Background: an optimization exercise with open tools, aiming at small area. Do not read the settings as production practice.
At most, simulation tests tie the RTL to the original design; equivalence was not proved.
No functional check of the RTL was part of runs 7 and 8.
Power is estimated from default activity; no workload was simulated.

$ cat flow/design.v
package cis_pkg;
localparam int adc_w      = 12;                  
localparam int on_cnt_w   = 16;                  
typedef logic [adc_w-1:0] adc_sample_t;
localparam adc_sample_t const_pattern = 12'hA5A;     
typedef enum logic [1:0]
{
    color_red   = 2'd0,
    color_green = 2'd1,
    color_blue  = 2'd2
} color_t;
typedef enum logic [1:0]
{
    mode_off    = 2'd0,                          
    mode_mono   = 2'd1,                          
    mode_rgb    = 2'd2                           
} line_mode_t;
typedef enum logic [1:0]
{
    src_adc     = 2'd0,
    src_ramp    = 2'd1,
    src_const   = 2'd2
} pix_src_t;
typedef struct packed
{
    color_t         color;                       
    logic [5:0]     line_idx;                    
    adc_sample_t    samp0;                       
    adc_sample_t    samp1;                       
} pix_word_t;
endpackage
package mem_pkg;
localparam int addr_w     = 28;                  
localparam int done_cnt_w = 16;                  
typedef logic [addr_w-1:0] mem_addr_t;
localparam mem_addr_t word_bytes = 28'd4;        
typedef enum logic [1:0]
{
    wr_idle     = 2'd0,                          
    wr_pop      = 2'd1,                          
    wr_write    = 2'd2                           
} wr_state_t;
endpackage
`timescale 1ns/10ps
module scan_top
#(
    parameter int LINE_CLKS    = 64,
    parameter int PIX_PER_LINE = 16,
    parameter int FIFO_DEPTH   = 16,
    parameter int AFULL_LEVEL  = 12
)
(
    input  logic                                w_clk_1,
    input  logic                                w_adc_rst,
    input  cis_pkg::adc_sample_t                dc,
    input  cis_pkg::line_mode_t                 mode,
    input  cis_pkg::pix_src_t                   src_sel,
    input  logic [cis_pkg::on_cnt_w-1:0]        r_on_cnt,
    input  logic [cis_pkg::on_cnt_w-1:0]        g_on_cnt,
    input  logic [cis_pkg::on_cnt_w-1:0]        b_on_cnt,
    output logic [2:0]                          lrgb,
    output logic                                si,
    input  logic                                dma_on,
    input  mem_pkg::mem_addr_t                  start_adr,
    input  mem_pkg::mem_addr_t                  buf_size,
    output mem_pkg::mem_addr_t                  mem_address,
    output logic [31:0]                         mem_writedata,
    output logic                                mem_write,
    input  logic                                mem_waitrequest,
    output logic [mem_pkg::done_cnt_w-1:0]      done_cnt,
    output logic                                fifo_afull,
    output logic                                fifo_ovr
);
logic [5:0]     p;
logic           line_on;
logic [1:0]     color;
logic [1:0]     color_nxt;
logic [15:0]    on_nxt;
logic [15:0]    led_left;
logic           led_on;
logic           line_end;
logic           line_start;
logic           mode_off;
assign mode_off   = (mode == 2'd0);
assign line_end   = (p == 6'd62);
assign line_start = line_end && !mode_off;
always_comb
begin
    if (mode == 2'd2)
        color_nxt = (color == 2'd0) ? 2'd1 : (color == 2'd1) ? 2'd2 : 2'd0;
    else
        color_nxt = 2'd0;
    case (color_nxt)
        2'd1:    on_nxt = g_on_cnt;
        2'd2:    on_nxt = b_on_cnt;
        default: on_nxt = r_on_cnt;
    endcase
end
assign led_on = (led_left != '0);
always_ff @(posedge w_clk_1)
begin
    if (w_adc_rst)
    begin
        p        <= 6'h3F;
        line_on  <= 1'b0;
        color    <= 2'd2;
        led_left <= '0;
    end
    else
    begin
        p <= p + 1'b1;
        if (line_end)
            line_on <= !mode_off;
        if (line_start)
            color <= color_nxt;
        if (line_start)
            led_left <= on_nxt;
        else if (mode_off)
            led_left <= '0;
        else
            led_left <= led_left - {15'd0, led_on};
    end
end
assign si   = line_on && (p == 6'h3F);
assign lrgb = led_on ? ~(3'b001 << color) : 3'b111;
logic [11:0]    adc_q;
logic [11:0]    src_val;
logic [11:0]    first_q;             
logic [5:0]     line_tag;
logic           samp_act;
logic           form;                
logic           pix_dv;              
assign samp_act = line_on && (p[5:4] == 2'd0);
assign form     = samp_act && p[0];
always_comb
begin
    case (src_sel)
        2'd1:    src_val = {8'd0, p[3:0]};
        2'd2:    src_val = 12'hA5A;
        default: src_val = adc_q;
    endcase
end
always_ff @(posedge w_clk_1)
begin
    adc_q   <= dc;
    first_q <= src_val;
end
always_ff @(posedge w_clk_1)
begin
    if (w_adc_rst)
    begin
        pix_dv   <= 1'b0;
        line_tag <= 6'h3F;
    end
    else
    begin
        pix_dv <= form;
        if (line_start)
            line_tag <= line_tag + 1'b1;
    end
end
logic [31:0]    stage [0:15];
logic [4:0]     count;
logic           full;
logic           empty;
logic           pop;
logic           shift_in;
logic           wr_ok;
logic [3:0]     head;
logic [31:0]    head_word;
assign full     = count[4];
assign empty    = (count == 5'd0);
assign shift_in = form && (!full || pop);
assign wr_ok    = pix_dv && !full;
assign head     = wr_ok ? count[3:0] : count[3:0] - 1'b1;
assign head_word = stage[head];
always_ff @(posedge w_clk_1)
begin
    if (shift_in)
    begin
        stage[0] <= {color, line_tag, first_q, src_val};
        for (int i = 1; i < 16; i++)
            stage[i] <= stage[i-1];
    end
end
always_ff @(posedge w_clk_1)
begin
    if (w_adc_rst)
    begin
        count    <= '0;
        fifo_ovr <= 1'b0;
    end
    else
    begin
        count <= count + {4'd0, wr_ok} - {4'd0, pop};
        if (pix_dv && full)
            fifo_ovr <= 1'b1;
    end
end
assign fifo_afull = (count >= 5'd12);
localparam logic [1:0] WR_IDLE = 2'd0, WR_POP = 2'd1, WR_WRITE = 2'd2;
logic [1:0]     state;
logic [27:0]    beat_cnt;
logic [27:0]    beat_inc;
logic           leave_idle;
logic           beat_done;
logic           buf_end;
assign pop        = (state == WR_POP);
assign mem_write  = (state == WR_WRITE);
assign leave_idle = (state == WR_IDLE) && dma_on && !empty;
assign beat_done  = mem_write && !mem_waitrequest;
assign beat_inc   = beat_cnt + 1'b1;
assign buf_end    = beat_done && (beat_inc == buf_size);
always_ff @(posedge w_clk_1)
begin
    if (w_adc_rst)
    begin
        state    <= WR_IDLE;
        beat_cnt <= '0;
        done_cnt <= '0;
    end
    else
    begin
        case (state)
            WR_IDLE:  if (leave_idle) state <= WR_POP;
            WR_POP:   state <= WR_WRITE;
            WR_WRITE: if (beat_done) state <= WR_IDLE;
            default:  state <= WR_IDLE;
        endcase
        if (buf_end)
            beat_cnt <= '0;
        else if (beat_done)
            beat_cnt <= beat_inc;
        done_cnt <= done_cnt + {15'd0, buf_end};
    end
end
always_ff @(posedge w_clk_1)
begin
    if (leave_idle && (beat_cnt == '0))
        mem_address <= start_adr;
    else
        mem_address <= mem_address + {25'd0, beat_done, 2'b00};
    if (pop)
        mem_writedata <= head_word;
end
endmodule
$ cat flow/flow/run.sh
#!/bin/bash
# Standard ORFS layout with smaller port buffers and a leaner clock tree.
set -euo pipefail
export BUFFER_PORTS_ARGS="-buffer_cell sky130_fd_sc_hd__buf_1"
export CTS_ARGS="-sink_clustering_enable -repair_clock_nets -dont_use_dummy_load -buf_list {sky130_fd_sc_hd__clkbuf_4 sky130_fd_sc_hd__clkbuf_8}"
bash standard.sh > standard.log 2>&1
$ cat flow/standard.sh
#!/bin/bash
# synth_recipe.tcl (not shown) runs the flow's synth.tcl, then flattens the netlist and writes it again
# the make line also repeats each setting of config.mk as NAME=value (left out here)
make -C /OpenROAD-flow-scripts/flow DESIGN_CONFIG=/design/flow/config.mk WORK_HOME=/design/flow/orfs CLKGATE_MAP_FILE= SYNTH_SCRIPT=/design/flow/synth_recipe.tcl "${@:-finish}"
$ cat flow/config.mk
export PLATFORM = sky130hd
export DESIGN_NAME = scan_top
export DESIGN_NICKNAME = scan_top
export VERILOG_FILES = /design/flow/design.v
export SDC_FILE = /design/flow/constraint.sdc
export NUM_CORES = 4
export LEC_CHECK = 0
export CAP_MARGIN = 20
export CORE_MARGIN = 2
export CORE_UTILIZATION = 40
export SLEW_MARGIN = 20
$ cat flow/constraint.sdc
create_clock -name core_clock -period 5.0 [get_ports {w_clk_1}]
set_input_delay 1.0000 -clock core_clock [delete_from_list [all_inputs] [get_ports {w_clk_1}]]
set_output_delay 1.0000 -clock core_clock [all_outputs]
set_load 0.01 [all_outputs]
==> results of run 1 <==
==> cell families (layout without fill, tap and decap cells) <==
group	after synthesis	after routing
DFF	680	680
and+or+nand+nor	477	477
AOI/OAI and AO/OA	427	427
buffers and inverters	132	386
xor gates and xnor gates	123	123
adders and majority gates	26	26
muxes	18	18
==> worst reg2reg max path: cells and delay by family, from the launching register on <==
family,cells,cell delay (ps)
AND/OR/NAND/NOR,9,2180
AO/OA/AOI/OAI,2,690
flip-flops,1,500
adder cells (fa/ha/maj),2,440
XOR/XNOR,1,150
==> layout make-up <==
| cell class | instances | area [sq um] | share of cell area |
|---|---|---|---|
| Clock buffer | 109 | 1500 | 0.0495 |
| Inverter | 31 | 116 | 0.00384 |
| Multi-Input combinational cell | 1071 | 7400 | 0.244 |
| Sequential cell | 680 | 19100 | 0.629 |
| Tap cell | 873 | 1090 | 0.0360 |
| Timing Repair Buffer | 246 | 1140 | 0.0376 |
==> through the flow <==
| stage | power [mW] | instances | instance area (sq um) | util |
|---|---|---|---|---|
| 4_1_cts | 14.5 | 3009 | 30300 | 0.452 |
| 3_3_place_gp | 10.5 | 2899 | 28800 | 0.430 |
| 2_1_floorplan | 9.10 | 1883 | 27000 | - |
| 5_1_grt | 15.0 | 3010 | 30300 | 0.452 |
| 6_report | 14.3 | 3010 | 30300 | 0.452 |
| 3_5_place_dp | 10.6 | 2900 | 28800 | 0.430 |
==> registers in the layout, summed over array words and instances (netlist names) <==
register,cells
pix_dv,1
adc_q,12
state,2
first_q,12
stage,512
p,6
done_cnt,16
led_left,16
line_tag,6
beat_cnt,28
line_on,1
count,5
mem_address,28
color,2
fifo_ovr,1
mem_writedata,32
==> power by group through the flow <==
| stage | clock (mW) | combinational, mW | sequential, mW |
|---|---|---|---|
| 5_1_grt | 4.21 | 4.01 | 6.80 |
| 2_1_floorplan | 0 | 2.20 | 6.90 |
| 6_report | 3.85 | 3.68 | 6.76 |
| 3_5_place_dp | 0 | 3.69 | 6.87 |
| 3_3_place_gp | 0 | 3.65 | 6.86 |
| 4_1_cts | 3.99 | 3.71 | 6.76 |
==> per-layer routing <==
| layer | GRT usage | part of all wire | vias up |
|---|---|---|---|
| met2 | 0.298 | 0.46 | 816 |
| met5 | 0 | 0 | - |
| met3 | 0.0429 | 0.087 | 138 |
| met1 | 0.265 | 0.43 | 8586 |
| met4 | 0.0550 | 0.025 | 0 |
| li1 | - | - | 7832 |
==> layout by cell type (no fill, tap or decap), drive strengths merged, types with 13 or more instances in the layout <==
| master | instances |
|---|---|
| xor2 | 60 |
| clkbuf | 109 |
| a221oi | 29 |
| a22oi | 178 |
| nand2 | 87 |
| o22a | 32 |
| a22o | 23 |
| nor3 | 51 |
| xnor2 | 62 |
| nand3 | 57 |
| nor4 | 18 |
| o21ai | 23 |
| nor2 | 105 |
| nand4 | 70 |
| a21oi | 81 |
| mux2i | 18 |
| buf | 246 |
| edfxtp | 546 |
| dfxtp | 134 |
| inv | 29 |
| or3 | 13 |
| nand2b | 16 |
| ha | 25 |
==> worst max-delay path by stage <==
stage | depth (start not counted) | start | slack, ps | endpoint
after CTS | 14 | beat_cnt[2] | 940 | done_cnt[12]
after floorplan | 2 | count[4] | -4490 | stage[0][0]
after global routing | 14 | beat_cnt[0] | 420 | done_cnt[12]
after global placement | 14 | mem_waitrequest | 670 | done_cnt[12]
after detailed placement | 12 | mem_waitrequest | 750 | mem_address[27]
final | 14 | beat_cnt[2] | 910 | done_cnt[12]
==> results.cfg, run 1 <==
[clock_network]
cts_tree = yes
post_cts_resized = 0
cts_hold_buffers = 0
clk_path_buf_depth = 3
clk_latency_ps = 690
cts_buffers = 109
cts_sinks = 680
root_buffer = clkbuf_8
cts_setup_buffers = 0
clkTransAtPathRegs_ps = 50
htree_num_levels = 3

[synthesis]
synth.top_cell.area_share = 0.608
synth_top_family_by_area = compound AO/OA/AOI/OAI gates
ys_top_cells_by_count = 546 x edfxtp_1, 178 x a22oi_1, 134 x dfxtp_1
async_flop_share = 0
synth_cells = 1883
synth_simple_gate_area_frac = 0.0922
ys_seq_elements = 680
synth_fa_ha_area_frac = 0.0123
synth_cell_types = 80
synth_area_leaders = edfxtp_1 61%, dfxtp_1 9.9%, a22oi_1 5.0%, xnor2_1 2.0%, xor2_1 1.9%
synth_xor_area_frac = 0.0405
synth_nets = 2033
synthFlopType = edfxtp_1
netlist_area_sq_mm = 0.0270
synth.most_common_cell = edfxtp_1
yosys_warnings = 2
synth_area_leader_cell = edfxtp_1
seq_area_frac_synth = 0.707
postSynthAreaPerCell_sq_um = 14.3
synth-edff-count = 546
synthMuxAreaShare = 0.00668
synth-compound-area-share = 0.116

[setup_path]
critPathTopFamily = simple AND/OR/NAND/NOR gates
r2r_end = done_cnt[12]
crit_chain = nand4_2 > nor4_4 > nor2_1 > or3_1 > a2111oi_0 > nand4_1 > a211oi_1 > ha_1 > ha_1 > nand2_1 > nor3_1 > nand3_1 > xor2_1 > nor2_1
critPathCaptureType = register
critical_path_class = reg2reg
arrival_ps = 4630
timing.rr.start = beat_cnt[2]
ff2ff_setup_slack_ps = 910
required_ps = 5530
cp_num_buf_inv = 0
cp_max_fo = 10
r2r_cells = 14
cpPeakStageDelay_ps = 510
cp-start-kind = register
cp_slowest_cell = nor4_4

[routing]
vias = 17400
wire_per_inst_um = 22.4
drt_wl_total_um = 67400
drcViolationCount = 0
via_per_inst = 5.77
drt-initial-drc-count = 1572
postRouteAntennaNets = 0
dr.pass1.iters = 6

[finish]
antenna_cells = 0
drive_gt1_frac = 0.0880
nets = 2289
final.fill_count = 6100
area.growth.synth_to_final_pct = 12.4

[min_path]
hp-start = first_q[8]
hold_depth = 0
min_path_type = reg2reg
whs_endpoint = stage[0][20]

[power_and_ir_drop]
power_frac_seq = 0.473
p_int_mw = 9.82
p_leak_nw = 9.54
power_density_mw_per_mm2 = 471
p_sw_mw = 4.47
clkPwrFrac = 0.269
vdd_ir_drop_max_mv = 0.281
comb_power_share = 0.258
p_sw_frac = 0.313

[placed_design]
post-place-ws_ps = 748
dp_hpwl_um = 39000
portBuffers = 206
gp_congestion = 0.864

[floorplanning]
die_h_um = 264
core_sq_mm = 0.0670
die_w_um = 264
start_util = 0.403
dieArea_sq_mm = 0.0696
io_pins = 207
rows = 95

[grt]
grt_max_degree = 132
overflow = 0
grtUsageTotal = 0.190
antenna_found_initial = 0
grt_pass1_vias = 17500
grt_first_pass_wirelength_um = 103000

[outcome]
status = timing/DRC/antenna clean

[timing]
rsz0062_at_grt = no
min_period_ps = 4090
hold_viol = 0
finalCritPeriodShare = 0.819
fin_skew_ps = 49.0
finalSetupViolCount = 0
whs_ps = 364
final-max-slew-violation-count = 0
setup-tns-final_ps = 0
relSlewSlack = 0.323
fin_ws_ps = 907
fmax_ghz = 0.244
worst_pin_slew_ps = 1010

[flow_run]
max_cap_violations = 0
==> run 2, diff against run 1 <==
==> flow/flow/run.sh (replaced) <==
#!/bin/bash
# Standard ORFS layout with smaller port buffers and a leaner clock tree.
set -euo pipefail
export BUFFER_PORTS_ARGS="-buffer_cell sky130_fd_sc_hd__buf_1"
export CTS_ARGS="-sink_clustering_enable -repair_clock_nets -dont_use_dummy_load -buf_list {sky130_fd_sc_hd__clkbuf_8 sky130_fd_sc_hd__clkbuf_16} -sink_clustering_size 24 -sink_clustering_max_diameter 60"
bash standard.sh > standard.log 2>&1
--- a/flow/config.mk
+++ b/flow/config.mk
@@ -7,5 +7,5 @@
 export LEC_CHECK = 0
 export CAP_MARGIN = 20
 export CORE_MARGIN = 2
-export CORE_UTILIZATION = 40
+export CORE_UTILIZATION = 65
 export SLEW_MARGIN = 20
==> results.cfg, run 2 <==
[power_and_ir_drop]
total_power_mw = 13.4
power_density_mw_per_mm2 = 457
vdd_ir_drop_max_mv = 0.310
p_leak_nw = 9.24

[clock_network]
cts_setup_buffers = 0
root_buffer = clkbuf_16
clkTransAtPathRegs_ps = 80
post_cts_resized = 0
cts_hold_buffers = 0
clk_path_buf_depth = 3
cts_buffers = 41
htree_num_levels = 2
cts_tree = yes
cts_sinks = 680
clk_latency_ps = 600

[setup_path]
critPathTopFamily = simple AND/OR/NAND/NOR gates
critical_path_class = reg2reg
cp_max_fo = 10
arrival_ps = 4690
cpPeakStageDelay_ps = 630
crit_chain = nand4_2 > nor3_1 > xnor2_1 > or3_1 > a2111oi_0 > nand4_1 > a211oi_1 > ha_1 > ha_1 > nand2_1 > nor3_1 > nand3_1 > xor2_1 > nor2_1
critPathCaptureType = register
cp_slowest_cell = nor3_1
cp-start-kind = register
cp_num_buf_inv = 0
required_ps = 5400

[finish]
multi_input_area_sq_mm = 0.00740
nets = 2216
largest_registers = stage: 512 flops, mem_writedata: 32 flops
area.growth.synth_to_final_pct = 8.83
ff_latch_area_sq_mm = 0.0191
drive_gt1_frac = 0.0562
final.fill_count = 2744
largest_reg_flops = 512
top_register = stage
stdcell_count = 2596
antenna_cells = 0
layout_commonest_cell = edfxtp_1
layout_common_cells = 546 x edfxtp_1, 205 x buf_1, 178 x a22oi_1, 134 x dfxtp_1, 105 x nor2_1

[floorplanning]
io_pins = 207
dieArea_sq_mm = 0.0432
rows = 74
start_util = 0.659
die_h_um = 208
core_sq_mm = 0.0409
die_w_um = 208

[grt]
grt_util_met1 = 0.414
antenna_found_initial = 3
grt_pass1_vias = 16700
overflow = 0
globalRouteMet3Util = 0.0579
grt_first_pass_wirelength_um = 95100
grt_max_degree = 206
use_met2 = 0.447
grtUsageTotal = 0.285
top_usage_layer = met2

[flow_run]
max_cap_violations = 0

[routing]
via_per_inst = 6.63
wire_per_inst_um = 24.2
dr.pass1.iters = 6
vias = 17200
drt-initial-drc-count = 1977
postRouteAntennaNets = 0
drcViolationCount = 0
drt_wl_total_um = 62700

[timing]
min_period_ps = 4290
worst_pin_slew_ps = 1090
fmax_ghz = 0.233
finalSetupViolCount = 0
relSlewSlack = 0.271
fin_skew_ps = 82.5
rsz0062_at_grt = no
hold_viol = 0
finalCritPeriodShare = 0.858
final-max-slew-violation-count = 0

[outcome]
status = timing/DRC/antenna clean

[synthesis]
netlist_area_sq_mm = 0.0270
synth-edff-count = 546
synth_nets = 2033
postSynthAreaPerCell_sq_um = 14.3
synth_area_leaders = edfxtp_1 61%, dfxtp_1 9.9%, a22oi_1 5.0%, xnor2_1 2.0%, xor2_1 1.9%
async_flop_share = 0
synth_area_leader_cell = edfxtp_1
ys_top_cells_by_count = 546 x edfxtp_1, 178 x a22oi_1, 134 x dfxtp_1
synth_cells = 1883
synth_cell_types = 80
yosys_warnings = 2
seq_area_frac_synth = 0.707
synth.top_cell.area_share = 0.608
synthFlopType = edfxtp_1
ys_seq_elements = 680
synth.most_common_cell = edfxtp_1

[min_path]
min_path_type = reg2reg

[placed_design]
dp_hpwl_um = 37000
dp.cells = 2555
portBuffers = 206
gp_congestion = 0.952
-- run 2: cell counts after synthesis --
Identical to the previous run, type by type.
-- run 2: final cells by class --
cell class                      instances  share of cell area
Multi-Input combinational cell       1071               0.252
Inverter                               31             0.00396
Clock buffer                           41              0.0349
Tap cell                              532              0.0227
Sequential cell                       680               0.650
Timing Repair Buffer                  241              0.0370
-- run 2: worst paths after layout --
path / from / end / slack [ps] / cells past startpoint
setup reg to reg: beat_cnt[2] / done_cnt[12] / 710 / 14
hold / removal: stage[7][29] / stage[8][29] / 380 / 0
hold reg to reg: stage[7][29] / stage[8][29] / 380 / 0
setup / recovery: beat_cnt[2] / done_cnt[12] / 710 / 14
-- run 2: cell families (layout without fill, tap and decap cells) --
| family | count (synthesis) | after routing | synth area share |
|---|---|---|---|
| mux | 18 | 18 | 0.00668 |
| xor+xnor | 123 | 123 | 0.0405 |
| flops | 680 | 680 | 0.707 |
| compound gates | 427 | 427 | 0.116 |
| simple gates | 477 | 477 | 0.0922 |
| buf+inv | 132 | 313 | 0.0254 |
| fa+ha+maj | 26 | 26 | 0.0123 |
-- run 2: stage by stage --
| stage | area [sq um] | setup slack [ps] | util | hold slack [ps] | setup TNS [ps] |
|---|---|---|---|---|---|
| after floorplan | 27000 | -4490 | - | 386 | -2297550 |
| after global placement | 28300 | 746 | 0.693 | 387 | 0 |
| after detailed placement | 28300 | 722 | 0.693 | 389 | 0 |
| after CTS | 29400 | 733 | 0.718 | 382 | 0 |
| after global routing | 29400 | 320 | 0.718 | 391 | 0 |
| final | 29400 | 710 | 0.718 | 377 | 0 |
-- run 2: worst register-to-register path: cells and delay by family, from the launching register on --
family / cells / cell delay [ps]
xor+xnor: 2 / 370
compound gates: 2 / 670
simple gates: 8 / 2160
fa+ha+maj: 2 / 440
flops: 1 / 510
-- run 2: power breakdown --
group	switching (mW)	internal [mW]	total, mW
logic	2.17	1.37	3.55
registers	0.262	6.48	6.75
clock network	1.68	1.46	3.14
-- run 2: layer usage --
metal | vias to the layer above | part of all wire
met4 | 4 | 0.023
met5 | - | 0.00041
met1 | 8493 | 0.42
met3 | 114 | 0.094
li1 | 7701 | -
met2 | 890 | 0.47
==> run 3, diff against run 2 <==
==> flow/flow/run.sh (replaced) <==
#!/bin/bash
# Standard ORFS layout with smaller port buffers and a leaner clock tree.
set -euo pipefail
export BUFFER_PORTS_ARGS="-buffer_cell sky130_fd_sc_hd__buf_1"
export CTS_ARGS="-sink_clustering_enable -repair_clock_nets -dont_use_dummy_load -buf_list {sky130_fd_sc_hd__clkbuf_8} -sink_clustering_size 14"
bash standard.sh > standard.log 2>&1
==> results.cfg, run 3 <==
[finish]
antenna_cells = 0
nets = 2280
largest_reg_flops = 512
top_register = stage
largest_registers = stage: 512 flops, mem_writedata: 32 flops
area.growth.synth_to_final_pct = 10.4
layout_common_cells = 546 x edfxtp_1, 205 x buf_1, 178 x a22oi_1, 134 x dfxtp_1
drive_gt1_frac = 0.0846
stdcell_count = 2660
fin_util = 0.728
layout_commonest_cell = edfxtp_1

[routing]
vias = 17600
postRouteAntennaNets = 0
wire_per_inst_um = 24.2
drt_wl_total_um = 64300
drt-initial-drc-count = 2008
via_per_inst = 6.61
drcViolationCount = 0
dr.pass1.iters = 6

[min_path]
hold_depth = 0
whs_endpoint = stage[0][16]
hp-start = first_q[4]
min_path_type = reg2reg

[synthesis]
synth_cell_types = 80
postSynthAreaPerCell_sq_um = 14.3
seq_area_frac_synth = 0.707
synth.most_common_cell = edfxtp_1
synth_area_leader_cell = edfxtp_1
synth.top_cell.area_share = 0.608
synth_cells = 1883
ys_top_cells_by_count = 546 x edfxtp_1, 178 x a22oi_1, 134 x dfxtp_1
yosys_warnings = 2
synthFlopType = edfxtp_1
synth_area_leaders = edfxtp_1 61%, dfxtp_1 9.9%, a22oi_1 5.0%, xnor2_1 2.0%, xor2_1 1.9%
synth-edff-count = 546
netlist_area_sq_mm = 0.0270
ys_seq_elements = 680
synth_nets = 2033
async_flop_share = 0

[clock_network]
post_cts_resized = 0
clkTransAtPathRegs_ps = 60
cts_sinks = 680
cts_setup_buffers = 0
cts_buffers = 105
cts_hold_buffers = 0
clk_latency_ps = 710
root_buffer = clkbuf_8
cts_tree = yes
clk_path_buf_depth = 3
htree_num_levels = 3

[grt]
grt_first_pass_wirelength_um = 97500
grtUsageTotal = 0.293
antenna_found_initial = 2
grt_pass1_vias = 17300
overflow = 0
grt_max_degree = 206

[timing]
rsz0062_at_grt = no
hold_viol = 0
fin_skew_ps = 91.1
worst_pin_slew_ps = 1090
min_period_ps = 4350
finalCritPeriodShare = 0.869
whs_ps = 384
final-max-slew-violation-count = 0
fmax_ghz = 0.230
relSlewSlack = 0.276
finalSetupViolCount = 0

[floorplanning]
die_h_um = 208
start_util = 0.659
dieArea_sq_mm = 0.0432
core_sq_mm = 0.0409
die_w_um = 208
io_pins = 207
rows = 74

[setup_path]
required_ps = 5490
ff2ff_setup_slack_ps = 650
cp-start-kind = register
arrival_ps = 4840
critical_path_class = reg2reg
critPathCaptureType = register
cp_max_fo = 10
r2r_end = done_cnt[12]
r2r_cells = 14
timing.rr.start = beat_cnt[2]

[placed_design]
gp_congestion = 0.952
portBuffers = 206
dp.cells = 2555
dp_hpwl_um = 37000

[power_and_ir_drop]
vdd_ir_drop_max_mv = 0.315
total_power_mw = 14.0
power_density_mw_per_mm2 = 471
p_leak_nw = 9.49

[outcome]
status = timing/DRC/antenna clean

[flow_run]
max_cap_violations = 0
-- run 3: worst max-delay path by stage --
stage | startpoint | endpoint | slack [ps] | cells past startpoint
CTS | beat_cnt[2] | done_cnt[12] | 720 | 14
global route | beat_cnt[2] | done_cnt[14] | 300 | 14
global placement | mem_waitrequest | done_cnt[12] | 750 | 14
detailed placement | buf_size[2] | done_cnt[12] | 720 | 15
floorplan | count[4] | stage[0][0] | -4490 | 2
finish | beat_cnt[2] | done_cnt[12] | 650 | 14
-- run 3: cell type report --
| class | instances | area (sq um) |
|---|---|---|
| inverter | 31 | 116 |
| tap | 532 | 666 |
| timing repair buffer | 241 | 1090 |
| fill | 2688 | 11100 |
| multi-input combinational | 1071 | 7400 |
| clock buffer | 105 | 1450 |
| sequential | 680 | 19100 |
-- run 3: metal layers --
metal,part of all wire,up-vias,global-route usage
met4,0.026,4,0.0956
li1,-,7812,-
met2,0.46,989,0.452
met1,0.41,8629,0.418
met5,0.00040,-,0
met3,0.10,144,0.0687
-- run 3: worst max-delay path: stages, from the launching register on --
cell and delay, ps:
dfxtp_1 510, nand4_2 320, nor3_1 650, xnor2_1 190, or3_1 370, a2111oi_0 400
nand4_1 190, a211oi_1 290, ha_1 230, ha_1 210, nand2_1 110, nor3_1 340
nand3_1 150, xor2_1 170, nor2_1 50
-- run 3: metrics by stage --
| stage | worst slack, ps | cell area [sq um] | setup TNS [ps] |
|---|---|---|---|
| finish | 654 | 29800 | 0 |
| global route | 302 | 29800 | 0 |
| CTS | 720 | 29800 | 0 |
| detailed placement | 722 | 28300 | 0 |
| global placement | 746 | 28300 | 0 |
| floorplan | -4490 | 27000 | -2297550 |
-- run 3: report_power, final --
group	leakage [nW]	internal, mW	switching (mW)
registers	6.01	6.50	0.261
clock network	0.755	1.84	1.88
logic	2.72	1.37	2.19
total	9.49	9.71	4.33
-- run 3: kinds of logic (layout without fill, tap and decap cells) --
| logic type | count (synthesis) | after routing | synth area share |
|---|---|---|---|
| multiplexers | 18 | 18 | 0.00668 |
| AND/OR/NAND/NOR | 477 | 477 | 0.0922 |
| flip-flops | 680 | 680 | 0.707 |
| AO/OA/AOI/OAI | 427 | 427 | 0.116 |
| buffers and inverters | 132 | 377 | 0.0254 |
| XOR/XNOR | 123 | 123 | 0.0405 |
| adder cells (fa/ha/maj) | 26 | 26 | 0.0123 |
==> run 4, diff against run 3 <==
==> flow/flow/run.sh (replaced) <==
#!/bin/bash
# Standard ORFS layout with smaller port buffers and a leaner clock tree.
set -euo pipefail
export BUFFER_PORTS_ARGS="-buffer_cell sky130_fd_sc_hd__buf_1"
export CTS_ARGS="-sink_clustering_enable -repair_clock_nets -dont_use_dummy_load -buf_list {sky130_fd_sc_hd__clkbuf_8} -sink_clustering_size 18 -sink_clustering_max_diameter 70"
bash standard.sh > standard.log 2>&1
==> results.cfg, run 4 <==
[synthesis]
synth_area_leader_cell = edfxtp_1
synth_cell_types = 80
synth_area_leaders = edfxtp_1 61%, dfxtp_1 9.9%, a22oi_1 5.0%, xnor2_1 2.0%, xor2_1 1.9%
ys_seq_elements = 680
synth_nets = 2033
yosys_warnings = 2
synthFlopType = edfxtp_1
netlist_area_sq_mm = 0.0270
postSynthAreaPerCell_sq_um = 14.3
seq_area_frac_synth = 0.707
ys_top_cells_by_count = 546 x edfxtp_1, 178 x a22oi_1, 134 x dfxtp_1
synth_cells = 1883
synth.most_common_cell = edfxtp_1
synth.top_cell.area_share = 0.608
async_flop_share = 0
synth-edff-count = 546

[grt]
grtUsageTotal = 0.286
grt_pass1_vias = 16800
overflow = 0
antenna_found_initial = 5
grt_first_pass_wirelength_um = 95300
grt_max_degree = 206

[routing]
via_per_inst = 6.57
dr.pass1.iters = 6
vias = 17100
postRouteAntennaNets = 0
drt_wl_total_um = 62900
drt-initial-drc-count = 1965
drcViolationCount = 0
wire_per_inst_um = 24.2

[timing]
fmax_ghz = 0.233
finalSetupViolCount = 0
final-max-slew-violation-count = 0
relSlewSlack = 0.255
min_period_ps = 4290
hold_viol = 0
worst_pin_slew_ps = 1120
rsz0062_at_grt = no
fin_skew_ps = 81.8
finalCritPeriodShare = 0.859
setup-tns-final_ps = 0

[power_and_ir_drop]
power_density_mw_per_mm2 = 439
vdd_ir_drop_max_mv = 0.310
p_leak_nw = 9.05

[clock_network]
clk_path_buf_depth = 3
cts_tree = yes
cts_buffers = 45
htree_num_levels = 2
root_buffer = clkbuf_8
post_cts_resized = 0
cts_hold_buffers = 0
cts_setup_buffers = 0
cts_sinks = 680
clk_latency_ps = 670
clkTransAtPathRegs_ps = 110

[flow_run]
max_cap_violations = 0

[setup_path]
cp_max_fo = 10
critical_path_class = reg2reg
cp-start-kind = register
r2r_cells = 14
required_ps = 5440
timing.rr.start = beat_cnt[2]
cpPeakStageDelay_ps = 620
crit_chain = nand4_2 > nor3_1 > xnor2_1 > or3_1 > a2111oi_0 > nand4_1 > a211oi_1 > ha_1 > ha_1 > nand2_1 > nor3_1 > nand3_1 > xor2_1 > nor2_1
cp_slowest_cell = nor3_1
critPathCaptureType = register
ff2ff_setup_slack_ps = 710
arrival_ps = 4740
r2r_end = done_cnt[12]

[floorplanning]
start_util = 0.659
dieArea_sq_mm = 0.0432
rows = 74
die_h_um = 208
die_w_um = 208
core_sq_mm = 0.0409
io_pins = 207

[finish]
antenna_cells = 0
final.fill_count = 2796
multi_input_area_sq_mm = 0.00740
drive_gt1_frac = 0.0580
largest_registers = stage: 512 flops, mem_writedata: 32 flops
finalInstanceArea_sq_mm = 0.0290
nets = 2220
ff_latch_area_sq_mm = 0.0191
layout_common_cells = 546 x edfxtp_1, 205 x buf_1, 178 x a22oi_1, 134 x dfxtp_1, 105 x nor2_1
largest_reg_flops = 512
layout_commonest_cell = edfxtp_1
top_register = stage
area.growth.synth_to_final_pct = 7.32

[placed_design]
gp_congestion = 0.952
dpl_cell_area_sq_mm = 0.0283
portBuffers = 206
dp_hpwl_um = 37000

[min_path]
min_path_type = reg2reg
hp-start = stage[0][18]
whs_endpoint = stage[1][18]
hold_depth = 0

[outcome]
status = timing/DRC/antenna clean
-- run 4: cell count changes in the layout (fill, tap and decap cells not counted), sizes merged --
cell and change:
clkbuf -60
-- run 4: power breakdown --
group	leakage, nW	switching (mW)	internal [mW]
Clock	0.324	1.60	0.813
Combinational	2.72	2.18	1.37
Sequential	6.01	0.262	6.48
Total	9.05	4.04	8.67
-- run 4: how the worst max path moves through the flow --
stage                          startpoint  cells after the start            to
after floorplan                  count[4]                      2   stage[0][0]
after global placement    mem_waitrequest                     14  done_cnt[12]
after detailed placement      buf_size[2]                     15  done_cnt[12]
after CTS                     beat_cnt[2]                     14  done_cnt[12]
after global routing          beat_cnt[2]                     14  done_cnt[14]
final                         beat_cnt[2]                     14  done_cnt[12]
-- run 4: critical path: cells and delay by family (launching register included) --
kind            cells  cell delay, ps
flops               1             520
compound gates      2             680
simple gates        8            2140
fa+ha+maj           2             430
xor+xnor            2             350
-- run 4: cell type report --
class	instances	share of cell area
multi-input combinational	1071	0.255
tap	532	0.0230
timing repair buffer	241	0.0375
sequential	680	0.659
clock buffer	45	0.0214
inverter	31	0.00402
-- run 4: per-layer routing --
| layer | GRT usage | share of wire |
|---|---|---|
| met5 | 0 | 0.00041 |
| met2 | 0.444 | 0.46 |
| met4 | 0.0893 | 0.026 |
| met3 | 0.0585 | 0.092 |
| met1 | 0.413 | 0.42 |
-- run 4: cell families after synthesis --
group,share of synthesized area
muxes,0.00668
AOI/OAI and AO/OA,0.116
adders and majority gates,0.0123
xor gates and xnor gates,0.0405
buffers and inverters,0.0254
DFF,0.707
and+or+nand+nor,0.0922
-- run 4: metrics by stage --
stage               utilization  power [mW]  setup WS (ps)  hold WS (ps)  std cells
floorplan                     -        9.10          -4490           386       1883
global placement          0.693        10.3            746           387       2555
detailed placement        0.693        10.4            722           389       2555
CTS                       0.708        12.8            701           381       2600
global route              0.708        13.3            284           397       2600
finish                    0.708        12.7            705           407       2600
==> run 5, diff against run 4 <==
==> flow/run.sh (new file) <==
#!/bin/bash
# synth_recipe.tcl (not shown) runs the flow's synth.tcl, then flattens the netlist and writes it again
# the make line also repeats each setting of config.mk as NAME=value (left out here)
make -C /OpenROAD-flow-scripts/flow DESIGN_CONFIG=/design/flow/config.mk WORK_HOME=/design/flow/orfs CLKGATE_MAP_FILE= SYNTH_SCRIPT=/design/flow/synth_recipe.tcl finish
--- a/flow/config.mk
+++ b/flow/config.mk
@@ -7,5 +7,5 @@
 export LEC_CHECK = 0
 export CAP_MARGIN = 20
 export CORE_MARGIN = 2
-export CORE_UTILIZATION = 65
+export CORE_UTILIZATION = 40
 export SLEW_MARGIN = 20
removed: flow/flow/run.sh
removed: flow/standard.sh
==> results.cfg, run 5 <==
[synthesis]
postSynthAreaPerCell_sq_um = 14.3
synth_cells = 1883
synthFlopType = edfxtp_1
yosys_warnings = 2
synth.most_common_cell = edfxtp_1
synth-edff-count = 546
async_flop_share = 0
synth.top_cell.area_share = 0.608
synth_nets = 2033
ys_seq_elements = 680
netlist_area_sq_mm = 0.0270
synth_cell_types = 80
synth_area_leader_cell = edfxtp_1
synth_area_leaders = edfxtp_1 61%, dfxtp_1 9.9%, a22oi_1 5.0%, xnor2_1 2.0%, xor2_1 1.9%
seq_area_frac_synth = 0.707
ys_top_cells_by_count = 546 x edfxtp_1, 178 x a22oi_1, 134 x dfxtp_1

[routing]
wire_per_inst_um = 22.2
wl_met2_um = 30600
drcViolationCount = 0
topRoutingLayerUsed = met5
drt_wl_total_um = 67400
drt-initial-drc-count = 1867
via_per_inst = 5.74
dr.pass1.iters = 6
wl_met3_um = 6500
vias = 17400
postRouteAntennaNets = 0
wirelength_met1_um = 28600

[clock_network]
cts_tree = yes
clk_latency_ps = 610
cts_hold_buffers = 0
cts_setup_buffers = 0
root_buffer = clkbuf_16
cts_buffers = 72
cts_sinks = 680
clkTransAtPathRegs_ps = 60
htree_num_levels = 3
post_cts_resized = 0
clk_path_buf_depth = 3

[min_path]
hp-start = first_q[5]
min_path_type = reg2reg

[floorplanning]
die_h_um = 264
dieArea_sq_mm = 0.0696
rows = 95
io_pins = 207
core_sq_mm = 0.0670
start_util = 0.403
die_w_um = 264

[power_and_ir_drop]
total_power_mw = 16.1
power_density_mw_per_mm2 = 495
vdd_ir_drop_max_mv = 0.302
p_leak_nw = 10.4

[timing]
hold_viol = 0
min_period_ps = 4310
finalSetupViolCount = 0
setup-tns-final_ps = 0
final-max-slew-violation-count = 0
relSlewSlack = 0.240
worst_pin_slew_ps = 1140
rsz0062_at_grt = no
fin_ws_ps = 685
whs_ps = 401
fmax_ghz = 0.232
finalCritPeriodShare = 0.863
fin_skew_ps = 19.9

[placed_design]
dp_hpwl_um = 39000
dp.cells = 2900
dpl_cell_area_sq_mm = 0.0301
gp_congestion = 0.835
portBuffers = 206
post-place-ws_ps = 236

[grt]
grtUsageTotal = 0.191
grt_first_pass_wirelength_um = 103000
grt_max_degree = 205
grt_pass1_vias = 17300
antenna_found_initial = 1
overflow = 0

[finish]
finalInstanceArea_sq_mm = 0.0324
antenna_cells = 0
largest_registers = stage: 512 flops, mem_writedata: 32 flops
layout_commonest_cell = edfxtp_1
nets = 2251
drive_gt1_frac = 0.0857
top_register = stage
area.growth.synth_to_final_pct = 20.2
stdcell_count = 3031
fin_util = 0.484
largest_reg_flops = 512
layout_common_cells = 546 x edfxtp_1, 205 x clkdlybuf4s50_1, 178 x a22oi_1, 134 x dfxtp_1, 105 x nor2_1

[setup_path]
critPathCaptureType = register
arrival_ps = 4790
cp-start-kind = register
timing.rr.start = beat_cnt[0]
crit_chain = ha_1 > nand3_2 > nor4_1 > xor2_1 > a2111oi_0 > nand4_1 > a211oi_1 > ha_1 > ha_1 > nand2_1 > nor3_1 > nand3_1 > xor2_1 > nor2_1
critPathMostFrequentCell = ha_1
critical_path_class = reg2reg
required_ps = 5480
cp_max_fo = 9
cp-startpoint = beat_cnt[0]
cp_slowest_cell = nor4_1
cpPeakStageDelay_ps = 670

[flow_run]
max_cap_violations = 0

[outcome]
status = timing/DRC/antenna clean
==> run 5: changes by cell type in the layout (fill, tap and decap cells not counted), moves of 11 or more <==
cell,change
clkbuf_1,+17
clkbuf_8,-41
buf_1,-205
clkbuf_16,+73
clkinv_2,+11
clkdlybuf4s50_1,+205
==> run 5: cell families after synthesis <==
kind of cell    count (synthesis)  share of synthesized area
mux                            18                    0.00668
xor+xnor                      123                     0.0405
fa+ha+maj                      26                     0.0123
flops                         680                      0.707
simple gates                  477                     0.0922
buf+inv                       132                     0.0254
compound gates                427                      0.116
==> run 5: worst max-delay path, delay by kind of cell, from the launching register on <==
family,cells,cell delay (ps)
adders and majority gates,3,760
and+or+nand+nor,7,1750
xor gates and xnor gates,2,420
DFF,1,430
AOI/OAI and AO/OA,2,820
==> run 5: layout make-up <==
cell class / count / area [sq um]
repair buffers: 245 / 2400
flip-flops and latches: 680 / 19100
inverters: 31 / 116
multi-input cells: 1071 / 7400
well taps: 873 / 1090
fillers: 5799 / 34600
clock inverters: 37 / 395
clock buffers: 94 / 1950
==> run 5: path summary, 6_finish.rpt <==
path	to	slack, ps	cells after the start
setup / recovery	done_cnt[12]	690	14
hold / removal	stage[0][17]	400	0
setup reg to reg	done_cnt[12]	690	14
hold reg to reg	stage[0][17]	400	0
==> run 5: power by group <==
group          internal, mW  total, mW  switching (mW)
logic                  1.71       3.98            2.27
clock network          3.09       5.32            2.24
registers              6.49       6.76           0.268
total                  11.3       16.1            4.78
==> run 5: per-layer routing <==
layer,up-vias,GRT usage
li1,7835,-
met1,8596,0.264
met2,839,0.296
met5,-,0
met4,2,0.0528
met3,117,0.0522
==> run 6, diff against run 5 <==
==> flow/flow/run.sh (new file) <==
#!/bin/bash
# Standard ORFS layout (standard.sh) with three changes:
#  - ABC maps for area: a copy of ORFS's scripts folder whose abc_speed.script
#    is replaced by flow/abc_area_map.script (registers are untouched by ABC);
#  - port buffers are buf_1 instead of the default clkdlybuf4s50_1;
#  - the clock tree uses clkbuf_8 clusters of up to 18 sinks and no dummy loads.
set -euo pipefail
cd "$(dirname "$0")/.."
rm -rf scripts_area
cp -r "$FLOW_HOME/scripts" scripts_area
cp flow/abc_area_map.script scripts_area/abc_speed.script
export BUFFER_PORTS_ARGS="-buffer_cell sky130_fd_sc_hd__buf_1"
export CTS_ARGS="-sink_clustering_enable -repair_clock_nets -dont_use_dummy_load -buf_list {sky130_fd_sc_hd__clkbuf_8} -sink_clustering_size 18 -sink_clustering_max_diameter 70"
bash standard.sh SCRIPTS_DIR="$PWD/scripts_area" finish > layout.log 2>&1
==> flow/flow/abc_area_map.script (new file) <==
strash
&get -n
&st
&dch -f
&nf -R 1000
&put
==> flow/standard.sh (new file) <==
#!/bin/bash
# synth_recipe.tcl (not shown) runs the flow's synth.tcl, then flattens the netlist and writes it again
# the make line also repeats each setting of config.mk as NAME=value (left out here)
make -C /OpenROAD-flow-scripts/flow DESIGN_CONFIG=/design/flow/config.mk WORK_HOME=/design/flow/orfs CLKGATE_MAP_FILE= SYNTH_SCRIPT=/design/flow/synth_recipe.tcl "${@:-finish}"
--- a/flow/config.mk
+++ b/flow/config.mk
@@ -7,5 +7,5 @@
 export LEC_CHECK = 0
 export CAP_MARGIN = 20
 export CORE_MARGIN = 2
-export CORE_UTILIZATION = 40
+export CORE_UTILIZATION = 65
 export SLEW_MARGIN = 20
removed: flow/run.sh
==> results.cfg, run 6 <==
[clock_network]
clk_path_buf_depth = 3
htree_num_levels = 2
cts_setup_buffers = 0
cts_hold_buffers = 0
cts_sinks = 680
cts_buffers = 45
post_cts_resized = 0
root_buffer = clkbuf_8
clkTransAtPathRegs_ps = 100
cts_tree = yes
clk_latency_ps = 670

[finish]
stdcell_count = 2449
finalInstanceArea_sq_mm = 0.0279
layout_common_cells = 546 x edfxtp_1, 205 x buf_1, 136 x nor2_1, 131 x dfxtp_1, 91 x nand2_1
layout_commonest_cell = edfxtp_1
largest_registers = stage: 512 flops, mem_writedata: 32 flops
largest_reg_flops = 512
fin_util = 0.721
antenna_cells = 0
top_register = stage
nets = 2083
area.growth.synth_to_final_pct = 9.77
drive_gt1_frac = 0.0575

[placed_design]
dp.cells = 2404
post-place-ws_ps = 178
portBuffers = 206
dp_hpwl_um = 33800
dpl_cell_area_sq_mm = 0.0272
gp_congestion = 0.842

[setup_path]
critPathCaptureType = register
critPathMostFrequentCell = nand3_1
required_ps = 5540
crit_chain = nand3_1 > or2_0 > or4_1 > or4_1 > xor2_1 > xnor2_1 > a211oi_1 > o2111ai_1 > nor4_2 > ha_2 > ha_1 > and3_1 > nand3_1 > nor3_2 > nand3_1 > nor2_2 > nand3_1 > xor2_1 > nor2_1
ff2ff_setup_slack_ps = 450
cp_slowest_cell = or4_1
r2r_end = done_cnt[14]
critical_path_class = reg2reg
cp_max_fo = 5
cpPeakStageDelay_ps = 560
timing.rr.start = beat_cnt[2]
r2r_cells = 19
cp-start-kind = register
arrival_ps = 5090

[routing]
vias = 15700
wire_per_inst_um = 22.7
drt-initial-drc-count = 1929
via_per_inst = 6.41
drt_wl_total_um = 55500
postRouteAntennaNets = 0
drcViolationCount = 0
dr.pass1.iters = 6

[timing]
finalSetupViolCount = 0
fin_skew_ps = 78.5
fmax_ghz = 0.220
final-max-slew-violation-count = 0
setup-tns-final_ps = 0
whs_ps = 398
finalCritPeriodShare = 0.910
worst_pin_slew_ps = 1040
hold_viol = 0
relSlewSlack = 0.307
rsz0062_at_grt = no
min_period_ps = 4550
fin_ws_ps = 452

[synthesis]
synth_fa_ha_area_frac = 0.0131
synth_cell_types = 45
ys_seq_elements = 680
synth_simple_gate_area_frac = 0.0814
synth.most_common_cell = edfxtp_1
synth_nets = 1792
synthFlopType = edfxtp_1
seq_area_frac_synth = 0.751
netlist_area_sq_mm = 0.0254
yosys_warnings = 2
synth_top_family_by_area = compound AO/OA/AOI/OAI gates
synth_area_leader_cell = edfxtp_1
synth_xor_area_frac = 0.0324
async_flop_share = 0
synthMuxAreaShare = 0.000887
synth_cells = 1642
synth.top_cell.area_share = 0.646
postSynthAreaPerCell_sq_um = 15.5
synth-compound-area-share = 0.117
ys_top_cells_by_count = 546 x edfxtp_1, 155 x nor2_1, 134 x dfxtp_1
synth_area_leaders = edfxtp_1 65%, dfxtp_1 11%, a222oi_1 2.5%, nor2_1 2.3%, a22oi_1 2.1%
synth-edff-count = 546

[outcome]
status = timing/DRC/antenna clean

[min_path]
min_path_type = reg2reg
hp-start = first_q[9]
hold_depth = 0
whs_endpoint = stage[0][21]

[floorplanning]
rows = 72
die_h_um = 202
io_pins = 207
die_w_um = 202
start_util = 0.657
dieArea_sq_mm = 0.0407
core_sq_mm = 0.0386

[grt]
grt_pass1_vias = 15200
grt_first_pass_wirelength_um = 85900
grtUsageTotal = 0.274
antenna_found_initial = 0
grt_max_degree = 181
overflow = 0

[power_and_ir_drop]
p_sw_mw = 4.49
power_frac_seq = 0.505
p_int_mw = 9.13
total_power_mw = 13.6
comb_power_share = 0.318
power_density_mw_per_mm2 = 489
p_leak_nw = 8.82
p_sw_frac = 0.330
vdd_ir_drop_max_mv = 0.441
clkPwrFrac = 0.178

[flow_run]
max_cap_violations = 0
## run 6: cell types whose count changed in the layout (fill, tap and decap cells not counted), sizes merged, moves of 22 or more
cell | previous run | this run
inv | 35 | 0
nor3 | 51 | 20
a222oi | 0 | 64
a21oi | 81 | 50
buf | 40 | 243
clkbuf | 94 | 46
a22oi | 178 | 71
nor2 | 105 | 155
a211oi | 12 | 34
clkdlybuf4s50 | 205 | 0
## run 6: worst max path at each step
stage / start / to / slack (ps) / cells after the start
4_1_cts: beat_cnt[0] / done_cnt[14] / 190 / 19
3_3_place_gp: beat_cnt[0] / done_cnt[14] / 230 / 18
3_5_place_dp: beat_cnt[0] / done_cnt[14] / 180 / 19
6_report: beat_cnt[2] / done_cnt[14] / 450 / 19
2_1_floorplan: state[0] / stage[0][0] / -4110 / 3
5_1_grt: beat_cnt[2] / done_cnt[14] / 50 / 19
## run 6: layer usage
metal / GRT usage / wire (um) / up-vias
met5: 0 / 0 / -
met4: 0.0846 / 1340 / 0
met3: 0.0491 / 5010 / 77
met2: 0.426 / 25700 / 719
met1: 0.401 / 23400 / 7699
li1: - / - / 7203
## run 6: cells by family (layout without fill, tap and decap cells)
group	Yosys count	after routing
flip-flops	680	680
AND/OR/NAND/NOR	440	440
AO/OA/AOI/OAI	377	377
XOR/XNOR	94	94
adder cells (fa/ha/maj)	26	26
buffers and inverters	23	312
multiplexers	2	2
## run 6: layout make-up
| type | instances | area [sq um] |
|---|---|---|
| multi-input combinational | 939 | 6310 |
| clock buffer | 45 | 619 |
| timing repair buffer | 244 | 1120 |
| tap | 518 | 648 |
| fill | 2556 | 10800 |
| inverter | 23 | 86.3 |
| sequential | 680 | 19100 |
## run 6: power by group through the flow
| stage | sequential, mW | combinational, mW | clock (mW) |
|---|---|---|---|
| floorplan | 7.04 | 2.68 | 0 |
| global placement | 6.98 | 4.29 | 0 |
| detailed placement | 7.00 | 4.33 | 0 |
| CTS | 6.87 | 4.37 | 2.48 |
| global route | 6.92 | 4.76 | 2.66 |
| finish | 6.87 | 4.33 | 2.42 |
## run 6: critical path: cells and delay by family (launching register included)
family,cells,cell delay [ps]
AOI/OAI and AO/OA,2,340
xor gates and xnor gates,3,510
adders and majority gates,2,470
DFF,1,380
and+or+nand+nor,12,2760
==> run 7, diff against run 6 <==
--- a/flow/design.v
+++ b/flow/design.v
@@ -166,13 +166,12 @@
 logic           pop;
 logic           shift_in;
 logic           wr_ok;
-logic [3:0]     head;
+logic [3:0]     head;                
 logic [31:0]    head_word;
 assign full     = count[4];
 assign empty    = (count == 5'd0);
 assign shift_in = form && (!full || pop);
 assign wr_ok    = pix_dv && !full;
-assign head     = wr_ok ? count[3:0] : count[3:0] - 1'b1;
 assign head_word = stage[head];
 always_ff @(posedge w_clk_1)
 begin
@@ -189,10 +188,12 @@
     begin
         count    <= '0;
         fifo_ovr <= 1'b0;
+        head     <= 4'hF;
     end
     else
     begin
         count <= count + {4'd0, wr_ok} - {4'd0, pop};
+        head  <= head + {3'd0, shift_in} - {3'd0, pop};
         if (pix_dv && full)
             fifo_ovr <= 1'b1;
     end
@@ -200,46 +201,67 @@
 assign fifo_afull = (count >= 5'd12);
 localparam logic [1:0] WR_IDLE = 2'd0, WR_POP = 2'd1, WR_WRITE = 2'd2;
 logic [1:0]     state;
-logic [27:0]    beat_cnt;
-logic [27:0]    beat_inc;
-logic           leave_idle;
+logic [27:0]    beat_n;
+logic [27:0]    beat_n_inc;
+logic [27:0]    adr_inc;
+logic [15:0]    done_inc;
+logic           idle;
 logic           beat_done;
 logic           buf_end;
-assign pop        = (state == WR_POP);
-assign mem_write  = (state == WR_WRITE);
-assign leave_idle = (state == WR_IDLE) && dma_on && !empty;
-assign beat_done  = mem_write && !mem_waitrequest;
-assign beat_inc   = beat_cnt + 1'b1;
-assign buf_end    = beat_done && (beat_inc == buf_size);
+assign idle      = (state == WR_IDLE);
+assign pop       = (state == WR_POP);
+assign mem_write = (state == WR_WRITE);
+assign beat_done = mem_write && !mem_waitrequest;
+assign buf_end   = beat_done && (beat_n == buf_size);
+always_comb
+begin
+    logic c;
+    c = beat_done;
+    for (int i = 0; i < 28; i++)
+    begin
+        beat_n_inc[i] = beat_n[i] ^ c;
+        c = c & beat_n[i];
+    end
+    adr_inc[1:0] = mem_address[1:0];
+    c = beat_done;
+    for (int i = 2; i < 28; i++)
+    begin
+        adr_inc[i] = mem_address[i] ^ c;
+        c = c & mem_address[i];
+    end
+    c = buf_end;
+    for (int i = 0; i < 16; i++)
+    begin
+        done_inc[i] = done_cnt[i] ^ c;
+        c = c & done_cnt[i];
+    end
+end
 always_ff @(posedge w_clk_1)
 begin
     if (w_adc_rst)
     begin
         state    <= WR_IDLE;
-        beat_cnt <= '0;
+        beat_n   <= 28'd1;
         done_cnt <= '0;
     end
     else
     begin
         case (state)
-            WR_IDLE:  if (leave_idle) state <= WR_POP;
+            WR_IDLE:  if (dma_on && !empty) state <= WR_POP;
             WR_POP:   state <= WR_WRITE;
             WR_WRITE: if (beat_done) state <= WR_IDLE;
             default:  state <= WR_IDLE;
         endcase
-        if (buf_end)
-            beat_cnt <= '0;
-        else if (beat_done)
-            beat_cnt <= beat_inc;
-        done_cnt <= done_cnt + {15'd0, buf_end};
-    end
-end
-always_ff @(posedge w_clk_1)
-begin
-    if (leave_idle && (beat_cnt == '0))
+        beat_n   <= buf_end ? 28'd1 : beat_n_inc;
+        done_cnt <= done_inc;
+    end
+end
+always_ff @(posedge w_clk_1)
+begin
+    if (idle && (beat_n == 28'd1))
         mem_address <= start_adr;
     else
-        mem_address <= mem_address + {25'd0, beat_done, 2'b00};
+        mem_address <= adr_inc;
     if (pop)
         mem_writedata <= head_word;
 end
==> results.cfg, run 7 <==
[finish]
final.fill_count = 2463
largest_registers = stage: 512 flops, mem_writedata: 32 flops
layout_commonest_cell = edfxtp_1
drive_gt1_frac = 0.0771
area.growth.synth_to_final_pct = 11.8
largest_reg_flops = 512
top_register = stage
stdcell_count = 2333
layout_common_cells = 546 x edfxtp_1, 204 x buf_1, 134 x a22oi_1, 134 x dfxtp_1, 90 x nand2_1
ff_latch_area_sq_mm = 0.0192
nets = 2033
multi_input_area_sq_mm = 0.00663
antenna_cells = 0

[routing]
wire_per_inst_um = 22.2
drcViolationCount = 0
postRouteAntennaNets = 0
vias = 14800
drt-initial-drc-count = 1650
drt_wl_total_um = 51800
via_per_inst = 6.33
dr.pass1.iters = 8

[min_path]
hp-start = first_q[11]
hold_depth = 0
min_path_type = reg2reg

[synthesis]
ys_top_cells_by_count = 546 x edfxtp_1, 138 x dfxtp_1, 134 x a22oi_1
async_flop_share = 0
synth_cell_types = 42
synth.top_cell.area_share = 0.650
synth.most_common_cell = edfxtp_1
synth-edff-count = 546
synth_area_leaders = edfxtp_1 65%, dfxtp_1 11%, ha_1 4.5%, a22oi_1 4.0%, a222oi_1 2.0%
yosys_warnings = 2
synth_cells = 1535
seq_area_frac_synth = 0.760
synth_area_leader_cell = edfxtp_1
synthFlopType = edfxtp_1
ys_seq_elements = 684
netlist_area_sq_mm = 0.0252
synth_nets = 1751
postSynthAreaPerCell_sq_um = 16.4

[timing]
fmax_ghz = 0.199
finalSetupViolCount = 1
relSlewSlack = 0.232
rsz0062_at_grt = yes
final-max-slew-violation-count = 0
setup-tns-final_ps = -20.6
fin_ws_ps = -20.6
fin_skew_ps = 34.3
min_period_ps = 5020
finalCritPeriodShare = 1.00
hold_viol = 0
worst_pin_slew_ps = 1150

[power_and_ir_drop]
p_int_mw = 8.01
comb_power_share = 0.182
clkPwrFrac = 0.216
p_leak_nw = 9.26
vdd_ir_drop_max_mv = 0.383
p_sw_mw = 2.98
power_frac_seq = 0.602
power_density_mw_per_mm2 = 390
p_sw_frac = 0.271

[setup_path]
worst-path-stages = 31
cp_max_fo = 2
critPathCaptureType = register
timing.rr.start = state[1]
cp-start-kind = register
critPathTopFamily = adder cells
r2r_cells = 31
critical_path_class = reg2reg
cp_slowest_cell = dfxtp_2
required_ps = 5560
cp_num_buf_inv = 0
cpPeakStageDelay_ps = 330
arrival_ps = 5580
critPathMostFrequentCell = ha_4
cp-startpoint = state[1]

[floorplanning]
core_sq_mm = 0.0385
die_w_um = 201
dieArea_sq_mm = 0.0404
io_pins = 207
start_util = 0.656
die_h_um = 201
rows = 72

[flow_run]
max_cap_violations = 0

[placed_design]
dp.cells = 2289
gp_congestion = 0.828
dp_hpwl_um = 31100
portBuffers = 206

[clock_network]
clkTransAtPathRegs_ps = 110
cts_buffers = 44
htree_num_levels = 2
clk_path_buf_depth = 3
clk_latency_ps = 640
cts_sinks = 684
root_buffer = clkbuf_8
cts_tree = yes

[grt]
grt_pass1_vias = 14500
overflow = 0
grt_max_degree = 209
antenna_found_initial = 0
grtUsageTotal = 0.256
grt_first_pass_wirelength_um = 80500

[outcome]
so_faults = setup timing
status = failed layout checks
## run 7: power groups by stage
stage	logic [mW]	clock network, mW	registers (mW)
floorplan	1.27	0	6.77
global placement	1.96	0	6.73
detailed placement	2.00	0	6.74
CTS	2.02	2.45	6.62
global route	2.24	2.63	6.65
finish	2.00	2.37	6.62
## run 7: final timing paths
path | endpoint | slack, ps
max | beat_n[27] | -20
min | stage[0][23] | 420
max reg2reg | beat_n[27] | -20
min reg2reg | stage[0][23] | 420
## run 7: metrics by stage
stage / instance area, sq um / hold slack [ps] / setup WS [ps] / util / total power, mW
floorplan: 25900 / 386 / -5480 / - / 8.04
global placement: 27600 / 386 / -701 / 0.717 / 8.69
CTS: 28200 / 406 / -88.4 / 0.733 / 11.1
finish: 28200 / 416 / -20.6 / 0.733 / 11.0
global route: 28200 / 423 / -119 / 0.733 / 11.5
detailed placement: 27600 / 389 / -781 / 0.717 / 8.75
## run 7: routing by layer
metal | GRT usage | wire [um] | up-vias
met5 | 0 | 0 | -
li1 | - | - | 6709
met1 | 0.365 | 21700 | 7344
met3 | 0.0635 | 4850 | 72
met4 | 0.0757 | 1100 | 0
met2 | 0.397 | 24100 | 652
## run 7: what timing repair did
| item | CTS | global route |
|---|---|---|
| hold buffers | 0 | 0 |
| gates resized for setup | 5 | 2 |
| endpoints found under the setup margin | 3 | 3 |
| setup buffers | 0 | 0 |
## run 7: final cells by class
| cell class | instances | share of cell area |
|---|---|---|
| multi-input combinational | 819 | 0.235 |
| timing repair buffer | 236 | 0.0368 |
| clock buffer | 44 | 0.0215 |
| sequential | 684 | 0.679 |
| inverter | 32 | 0.00426 |
| tap | 518 | 0.0230 |
## run 7: cell families after synthesis
kind of cell / synth area share
and+or+nand+nor: 0.0683
xor gates and xnor gates: 0.0125
buffers and inverters: 0.00476
DFF: 0.760
adders and majority gates: 0.0462
muxes: 0.0112
AOI/OAI and AO/OA: 0.0973
==> run 8, diff against run 7 <==
==> flow/flow/run.sh (replaced) <==
#!/bin/bash
# Standard ORFS layout with smaller port buffers and a leaner clock tree.
set -euo pipefail
export BUFFER_PORTS_ARGS="-buffer_cell sky130_fd_sc_hd__buf_1"
export CTS_ARGS="-sink_clustering_enable -repair_clock_nets -dont_use_dummy_load -buf_list {sky130_fd_sc_hd__clkbuf_8} -sink_clustering_size 18 -sink_clustering_max_diameter 70"
bash standard.sh > standard.log 2>&1
removed: flow/flow/abc_area_map.script
==> results.cfg, run 8 <==
[power_and_ir_drop]
power_frac_seq = 0.567
comb_power_share = 0.226
total_power_mw = 11.8
power_density_mw_per_mm2 = 396
vdd_ir_drop_max_mv = 0.350
p_sw_mw = 3.53
p_int_mw = 8.27
clkPwrFrac = 0.206
p_leak_nw = 9.87
p_sw_frac = 0.299

[routing]
postRouteAntennaNets = 0
via_per_inst = 6.62
wire_per_inst_um = 24.1
vias = 16800
drcViolationCount = 0
dr.pass1.iters = 8
drt_wl_total_um = 61200
drt-initial-drc-count = 2116

[clock_network]
cts_setup_buffers = 0
cts_buffers = 44
root_buffer = clkbuf_8
htree_num_levels = 2
clk_path_buf_depth = 3
cts_tree = yes
cts_sinks = 684
clkTransAtPathRegs_ps = 110
clk_latency_ps = 670

[timing]
min_period_ps = 5050
rsz0062_at_grt = yes
final-max-slew-violation-count = 0
relSlewSlack = 0.262
worst_pin_slew_ps = 1110
finalCritPeriodShare = 1.01
finalSetupViolCount = 3
hold_viol = 0
fin_skew_ps = 58.0
whs_ps = 403
fin_ws_ps = -53.5
fmax_ghz = 0.198

[floorplanning]
dieArea_sq_mm = 0.0435
rows = 74
core_sq_mm = 0.0411
start_util = 0.662
io_pins = 207
die_w_um = 209
die_h_um = 209

[grt]
grt_max_degree = 157
grtUsageTotal = 0.279
grt_pass1_vias = 16500
antenna_found_initial = 0
grt_first_pass_wirelength_um = 94000
overflow = 0

[finish]
largest_reg_flops = 512
final.fill_count = 2762
multi_input_area_sq_mm = 0.00811
drive_gt1_frac = 0.0951
stdcell_count = 2541
antenna_cells = 0
fin_util = 0.724
area.growth.synth_to_final_pct = 9.38
layout_common_cells = 546 x edfxtp_1, 204 x buf_1, 134 x dfxtp_1, 76 x nand2_1, 67 x nor2_1
ff_latch_area_sq_mm = 0.0192
nets = 2227
largest_registers = stage: 512 flops, mem_writedata: 32 flops
layout_commonest_cell = edfxtp_1
top_register = stage

[placed_design]
dp.cells = 2497
post-place-ws_ps = -835
portBuffers = 206
dp_hpwl_um = 37600
gp_congestion = 0.841

[setup_path]
critPathCaptureType = register
cp-start-kind = primary input
arrival_ps = 5590
cp_slowest_cell = ha_4
cp_max_fo = 2
critPathMostFrequentCell = ha_4
cpPeakStageDelay_ps = 250
critical_path_class = in2reg
required_ps = 5540

[synthesis]
synth_area_leaders = edfxtp_1 60%, dfxtp_1 10%, ha_1 4.1%, mux2i_1 2.1%, a22oi_1 1.8%
netlist_area_sq_mm = 0.0272
synthFlopType = edfxtp_1
synth_nets = 2070
synth_cell_types = 71
synth.top_cell.area_share = 0.602
synth_area_leader_cell = edfxtp_1
ys_seq_elements = 684
seq_area_frac_synth = 0.704
synth-edff-count = 546
ys_top_cells_by_count = 546 x edfxtp_1, 138 x dfxtp_1, 90 x ha_1
postSynthAreaPerCell_sq_um = 14.7
synth.most_common_cell = edfxtp_1
async_flop_share = 0
yosys_warnings = 2
synth_cells = 1854

[outcome]
status = failed layout checks
so_faults = setup timing

[min_path]
min_path_type = reg2reg

[flow_run]
max_cap_violations = 0
==> run 8: cell types whose count changed after synthesis, sizes merged, moves of 18 or more <==
cell    change
a211oi     +37
a222oi     -18
a22oi      -70
a31oi      +28
and2       -28
buf        +57
clkbuf     +63
clkinv     -31
inv        +51
mux2i      +57
nand2b     +20
nand4      -34
o21ai      +41
==> run 8: logic make-up after synthesis <==
logic type / synth area share
xor+xnor: 0.0158
simple gates: 0.0663
mux: 0.0367
flops: 0.704
fa+ha+maj: 0.0428
compound gates: 0.110
buf+inv: 0.0250
==> run 8: stage by stage <==
step,area (sq um),setup TNS [ps]
6_report,29800,-110
5_1_grt,29800,-532
4_1_cts,29800,-128
3_5_place_dp,29200,-6190
3_3_place_gp,29200,-5160
2_1_floorplan,27900,-2276250
==> run 8: path summary, 6_finish.rpt <==
kind / start / endpoint / slack [ps] / depth (start not counted)
setup / recovery: mem_waitrequest / beat_n[26] / -50 / 31
hold reg to reg: stage[7][25] / stage[8][25] / 400 / 0
setup reg to reg: state[1] / beat_n[26] / -40 / 30
hold / removal: stage[7][25] / stage[8][25] / 400 / 0
==> run 8: power groups by stage <==
stage                     Clock [mW]  Combinational [mW]  Sequential (mW)
after CTS                       2.48                2.67             6.70
after global placement             0                2.60             6.81
final                           2.43                2.67             6.69
after detailed placement           0                2.65             6.82
after global routing            2.66                2.91             6.73
after floorplan                    0                1.80             6.79
==> run 8: cell type report <==
type / instances / share of cell area
Timing Repair Buffer: 231 / 0.0347
Clock buffer: 44 / 0.0203
Multi-Input combinational cell: 998 / 0.272
Sequential cell: 684 / 0.644
Tap cell: 532 / 0.0224
Inverter: 52 / 0.00655
==> run 8: critical path: cells and delay by family <==
family / cells / cell delay (ps)
buf+inv: 2 / 110
simple gates: 1 / 40
compound gates: 1 / 140
fa+ha+maj: 27 / 4250
==> run 8: timing repair <==
item	4_1_cts	5_1_grt
hold buffers	0	0
setup endpoints to repair	5	5
hold endpoints to repair	0	0
gates resized for setup	6	0
==> run 8: routing by layer <==
metal | vias up | GRT usage | share of wire
met4 | 0 | 0.0640 | 0.016
met5 | - | 0 | 0
met3 | 71 | 0.0496 | 0.088
li1 | 7509 | - | -
met2 | 851 | 0.440 | 0.47
met1 | 8400 | 0.412 | 0.43

-- afterwards: timing with drivers on the ports --
No port has a modelled driver above. Below, the same layouts with a new extraction and two added sets of constraints. Step 1: set_driving_cell puts a clkbuf_16 on w_clk_1 and a buf_2 on each other input, an assumption about the parent block. Step 2 times the ports against the registers' clock, not the clock port: input delays grow and output delays shrink by t, the midpoint of the rising clock arrivals with the driver on. Three values: no drivers, after step 1, after step 2; two values: the first two.
run | t, ns | slack for setup (ns) | worst setup path after step 2 | slew at the worst register clock pin (ns) | worst slew at a driven data input, ns
run 1 | 0.722 | 0.907 / 0.907 / 0.667 | input to register | 0.07 / 0.07 | 0.05
run 2 | 0.613 | 0.710 / 0.711 / 0.696 | input to register | 0.09 / 0.09 | 0.06
run 3 | 0.715 | 0.654 / 0.654 / 0.646 | input to register | 0.07 / 0.07 | 0.06
run 4 | 0.672 | 0.705 / 0.705 / 0.650 | input to register | 0.11 / 0.11 | 0.06
run 5 | 0.665 | 0.685 / 0.685 / 0.208 | input to register | 0.07 / 0.07 | 0.07
run 6 | 0.686 | 0.452 / 0.452 / 0.452 | register to register | 0.12 / 0.12 | 0.06
run 7 | 0.673 | -0.021 / -0.021 / -0.647 | input to register | 0.11 / 0.11 | 0.05
run 8 | 0.693 | -0.054 / -0.039 / -0.732 | input to register | 0.11 / 0.11 | 0.06
The setup slack of run 8, which loses most, moves by +0.015 ns with the drivers and by -0.678 ns with both steps.
